What follows belongs to an exercise in optimizing a design on an open flow for small area, a short achievable clock period and few clock cycles per item; a production flow would make more cautious choices. The RTL was checked by simulation tests, not by an equivalence proof against the original design. Power is estimated from default activity; no workload was simulated.

## the reference run
Design sprw_top, start of the top module:
module sprw_top (
    input  logic        clk,
    input  logic        rstn,
    input  logic        in_valid,
    input  logic [31:0] ra,
    input  logic [31:0] rb,
    input  logic [4:0]  op1,
    input  logic [2:0]  op2,
    output logic        out_valid,
    output logic [31:0] result
);
Settings: LEC_CHECK=0, CAP_MARGIN=20, CORE_MARGIN=2, CORE_UTILIZATION=40, SETUP_SLACK_MARGIN=2.5, SLEW_MARGIN=20; clock period 6.5 ns.
standard.sh (not shown) runs the stock make flow with config.mk's settings and CLKGATE_MAP_FILE= SYNTH_SCRIPT=/design/flow/synth_recipe.tcl, a recipe that flattens the netlist after the stock synthesis.
==> flow/flow/run.sh <==
#!/bin/bash
set -euo pipefail
W=$PWD
D=$(cat $W/flow/abc_delay_ps)
cat > $W/my_synth.tcl <<EOS
proc extract_fa {args} { puts "extract_fa skipped by flow/run.sh" }
proc abc {args} {
  set i [lsearch -exact \$args -script]
  if {\$i >= 0} { lset args [expr {\$i + 1}] $W/flow/abc.script }
  set j [lsearch -exact \$args -D]
  if {\$j >= 0} { lset args [expr {\$j + 1}] $D } else { lappend args -D $D }
  yosys abc {*}\$args
}
EOS
cat $W/synth_recipe.tcl >> $W/my_synth.tcl
bash $W/standard.sh SYNTH_SCRIPT=$W/my_synth.tcl finish > $W/standard.log 2>&1
==> flow/flow/abc.script <==
strash
dc2
dch -f
map {D}
topo
buffer -c
upsize -c {D}
dnsize -c {D}
==> flow/flow/abc_delay_ps <==
3000
Testbench counts of the reference run, summed over its fixed seeds: cycles 16,024, items 16,000.
--- input diff the reference run..the trial run ---
-- flow/flow/run.sh --
<<< the reference run, line 5
cat > $W/my_synth.tcl <<EOS
proc extract_fa {args} { puts "extract_fa skipped by flow/run.sh" }
proc abc {args} {
>>> the trial run, line 5
cat > $W/my_synth.tcl <<EOS
proc abc {args} {
==> flow/flow/abc_delay_ps <==
2500
### Flow results
From the reference run to the trial run the numbers moved as follows: total number of nets in the final design has increased, flip-flop and latch share of the layout cell area decreased by 3.9 points relative to the old numbers.
From the trial run to the reference run, count of maximum capacitance violations did not move at all.
A most common cell after layout, fill and taps aside of sky130_fd_sc_hd__inv_1 is what the trial run shows, while sky130_fd_sc_hd__nand2_1 belongs to the reference run.
Looking only at multi-input combinational cell area, and setting everything else aside, the lower value of the trial run and the reference run goes to the reference run.
Diff the reference run -> the trial run | number of well taps | up by more than 10%
[compare] base=the reference run new=the trial run: xor and xnor fraction of the mapped netlist area saw a decrease; total power draw went up by 16%.

* * *

== red ==
sprw_top, a different RTL version from the one above (not shown whole).
Size: about 1,500 cells after synthesis, ~190 flip-flops, about 110 I/O pins.
## sprw_top
module sprw_top (
    input  logic        clk,
    input  logic        rstn,
    input  logic        in_valid,
    input  logic [31:0] ra,
    input  logic [31:0] rb,
    input  logic [4:0]  op1,
    input  logic [2:0]  op2,
    output logic        out_valid,
    output logic [31:0] result
);
    function automatic logic [11:0] pfx_add(input logic [11:0] x, input logic [11:0] y, input logic ci);
        logic [11:0] p, g, pp, gg;
        p  = x ^ y;
        g  = x & y;
        gg = g;
        gg[0] = g[0] | (p[0] & ci);
        pp = p;
        for (int d = 1; d < 12; d = d * 2)
            for (int i = 11; i >= d; i--) begin
                gg[i] = gg[i] | (pp[i] & gg[i-d]);
                pp[i] = pp[i] & pp[i-d];
            end
        pfx_add[0] = p[0] ^ ci;
        for (int i = 1; i < 12; i++)
            pfx_add[i] = p[i] ^ gg[i-1];
    endfunction
    function automatic logic pfx_gt(input logic [9:0] x, input logic [9:0] y);
        logic [9:0] pp, gg;
        pp = x | ~y;
        gg = x & ~y;
        for (int d = 1; d < 10; d = d * 2)
            for (int i = 9; i >= d; i--) begin
                gg[i] = gg[i] | (pp[i] & gg[i-d]);
                pp[i] = pp[i] & pp[i-d];
            end
        pfx_gt = gg[9];
    endfunction
  ...
export LEC_CHECK = 0
export CAP_MARGIN = 20
export CORE_MARGIN = 2
export CORE_UTILIZATION = 60
export SETUP_SLACK_MARGIN = 3
export SLEW_MARGIN = 20
create_clock -name core_clock -period 6.5 [get_ports {clk}]
==> flow/flow/run.sh <==
#!/bin/bash
set -euo pipefail
W=$PWD
BUF=$(cat $W/flow/port_buffer)
cat > $W/my_synth.tcl <<EOS
proc extract_fa {args} { puts "extract_fa skipped by flow/run.sh" }
proc abc {args} {
  set i [lsearch -exact \$args -script]
  if {\$i >= 0} { lset args [expr {\$i + 1}] $W/flow/abc.script }
  yosys abc {*}\$args
}
EOS
cat $W/synth_recipe.tcl >> $W/my_synth.tcl
bash $W/standard.sh SYNTH_SCRIPT=$W/my_synth.tcl "BUFFER_PORTS_ARGS=-buffer_cell $BUF" finish > $W/standard.log 2>&1
==> flow/flow/abc.script <==
strash
dc2
dch -f
map
topo
buffer -c
upsize -c
dnsize -c
==> flow/flow/port_buffer <==
sky130_fd_sc_hd__buf_1
Testbench counts of red, summed over its fixed seeds: cycles 16,024, items 16,000.
Here is what was changed in the inputs of blue compared with red.
-- flow/config.mk --
<<< red, line 9
export CORE_MARGIN = 2
export CORE_UTILIZATION = 60
export SETUP_SLACK_MARGIN = 3
>>> blue, line 9
export CORE_MARGIN = 2
export CORE_UTILIZATION = 40
export CTS_BUF_LIST = sky130_fd_sc_hd__clkbuf_4 sky130_fd_sc_hd__clkbuf_8
export SETUP_SLACK_MARGIN = 3
==> results.txt <==
On blue: maximum single-stage delay on the critical path is 0.04 ns higher than what red gave. Against red, number of tap cells added at floorplan in blue rose by more than half. blue vs red: total power down.
> inputs changed (blue -> green)
==> flow/flow/port_buffer <==
sky130_fd_sc_hd__buf_2
-- flow/config.mk --
<<< blue, line 10
export CORE_UTILIZATION = 40
export CTS_BUF_LIST = sky130_fd_sc_hd__clkbuf_4 sky130_fd_sc_hd__clkbuf_8
export SETUP_SLACK_MARGIN = 3
export SLEW_MARGIN = 20
>>> green, line 10
export CORE_UTILIZATION = 40
export SETUP_SLACK_MARGIN = 2.5
export SLEW_MARGIN = 20
Results
Number of instances in the synthesized netlist: green vs blue — no meaningful difference
Of blue and green, green shows the higher sum of routed wire segments on met1, with blue below it.
blue has a higher setup slack than green.
Via count on green is ahead of blue.
[compare] base=blue new=green: power share of the clock group shows an increase of 5.3 points; final critical-path share of the clock period increased by 1.6 points relative to the old numbers; delay of the slowest cell on the worst path grew by 0.26 ns; cell count fell 6.
Setup changes, green to orange
==> flow/flow/run.sh <==
#!/bin/bash
set -euo pipefail
W=$PWD
D=$(cat $W/flow/abc_delay_ps)
cat > $W/my_synth.tcl <<EOS
proc extract_fa {args} { puts "extract_fa skipped by flow/run.sh" }
proc abc {args} {
  set i [lsearch -exact \$args -script]
  if {\$i >= 0} { lset args [expr {\$i + 1}] $W/flow/abc.script }
  set j [lsearch -exact \$args -D]
  if {\$j >= 0} { lset args [expr {\$j + 1}] $D } else { lappend args -D $D }
  yosys abc {*}\$args
}
EOS
cat $W/synth_recipe.tcl >> $W/my_synth.tcl
bash $W/standard.sh SYNTH_SCRIPT=$W/my_synth.tcl finish > $W/standard.log 2>&1
==> flow/flow/abc.script <==
strash
&get -n
&st
&syn2
&if -g -K 6
&synch2
&put
dch -f
map {D}
topo
buffer -c
upsize -c {D}
dnsize -c {D}
==> flow/flow/abc_delay_ps (new file) <==
3000
removed: flow/flow/port_buffer
Findings:
Relative to green, the growth of design area from synthesis to finish of orange is higher by 3.0 points. orange against green: synthesized cell count shows an increase of about 18%, routability congestion estimate dropped about 3.6%, count of clock-buffer cells in the layout decreased 2, via count up about 17%. orange: full flow OK, the timing, design-rule and antenna checks passed. Diff green -> orange | wire length per cell | increase of 0.77 um. Worst voltage drop across the vdd grid delta (orange − green): favourable. The power consumption of orange is higher than that of green. Going from green to orange, total routed wirelength grew by 22%; final worst-path setup slack moved up.
--- input diff orange..purple ---
==> flow/flow/abc.script <==
strash
dc2
dch -f
map {D}
topo
buffer -c
upsize -c {D}
dnsize -c {D}
-- flow/config.mk --
<<< orange, line 10
export CORE_UTILIZATION = 40
export SETUP_SLACK_MARGIN = 2.5
export SLEW_MARGIN = 20
>>> purple, line 10
export CORE_UTILIZATION = 40
export SETUP_SLACK_MARGIN = 3
export SLEW_MARGIN = 20
==> comparison <==
Compared with orange, purple is more frugal on power. Per the comparison of purple with orange, basic-gate share of the synthesized area counting and, or, nand and nor cells lower; sequential share of layout area went up by 3.0 points; global-route usage fell 2.1 points; worst setup slack saw an increase. When purple is measured against orange, its cell area after layout turns out about 10% lower. Compared to orange, the routing of purple uses less wire. Normalized max-slew margin (higher): orange.

==> re-timing with driven ports <==
How much do the figures lean on ideal ports? The routed layouts below were timed once more, with nothing changed but the port constraints.
Step 1 (the two cells are an assumption about what drives the block):
set clk [get_ports {clk}]
set_driving_cell -lib_cell sky130_fd_sc_hd__clkbuf_16 $clk
set_driving_cell -lib_cell sky130_fd_sc_hd__buf_2 [delete_from_list [all_inputs] $clk]
Step 2, shift: input delay + t, output delay - t, t = (earliest + latest rising clock arrival at the registers) / 2. This alone moves slack from input paths to output paths.
Slacks: ideal ports / drivers / drivers and shift; pairs: ideal ports / drivers.
| run | t, ns | setup WS [ns] | worst hold slack (ns) | worst slew at a driven data input, ns |
|---|---|---|---|---|
| the reference run | 0.481 | 2.811 / 2.811 / 2.811 | 0.328 / 0.328 / 0.328 | 0.04 |
| the trial run | 0.483 | 2.515 / 2.515 / 2.515 | 0.333 / 0.333 / 0.333 | 0.03 |
| red | 0.480 | 3.140 / 3.140 / 3.140 | 0.331 / 0.331 / 0.331 | 0.04 |
| blue | 0.520 | 3.186 / 3.186 / 3.186 | 0.338 / 0.338 / 0.338 | 0.04 |
| green | 0.476 | 3.082 / 3.082 / 3.082 | 0.330 / 0.330 / 0.330 | 0.04 |
| orange | 0.494 | 3.239 / 3.239 / 3.171 | 0.333 / 0.333 / 0.333 | 0.04 |
| purple | 0.487 | 3.268 / 3.268 / 3.268 | 0.328 / 0.328 / 0.328 | 0.04 |
After both steps setup and hold are still met in every run listed. For orange, which loses most, drivers alone change the setup slack by 0.000 ns; drivers and shift together by -0.068 ns.
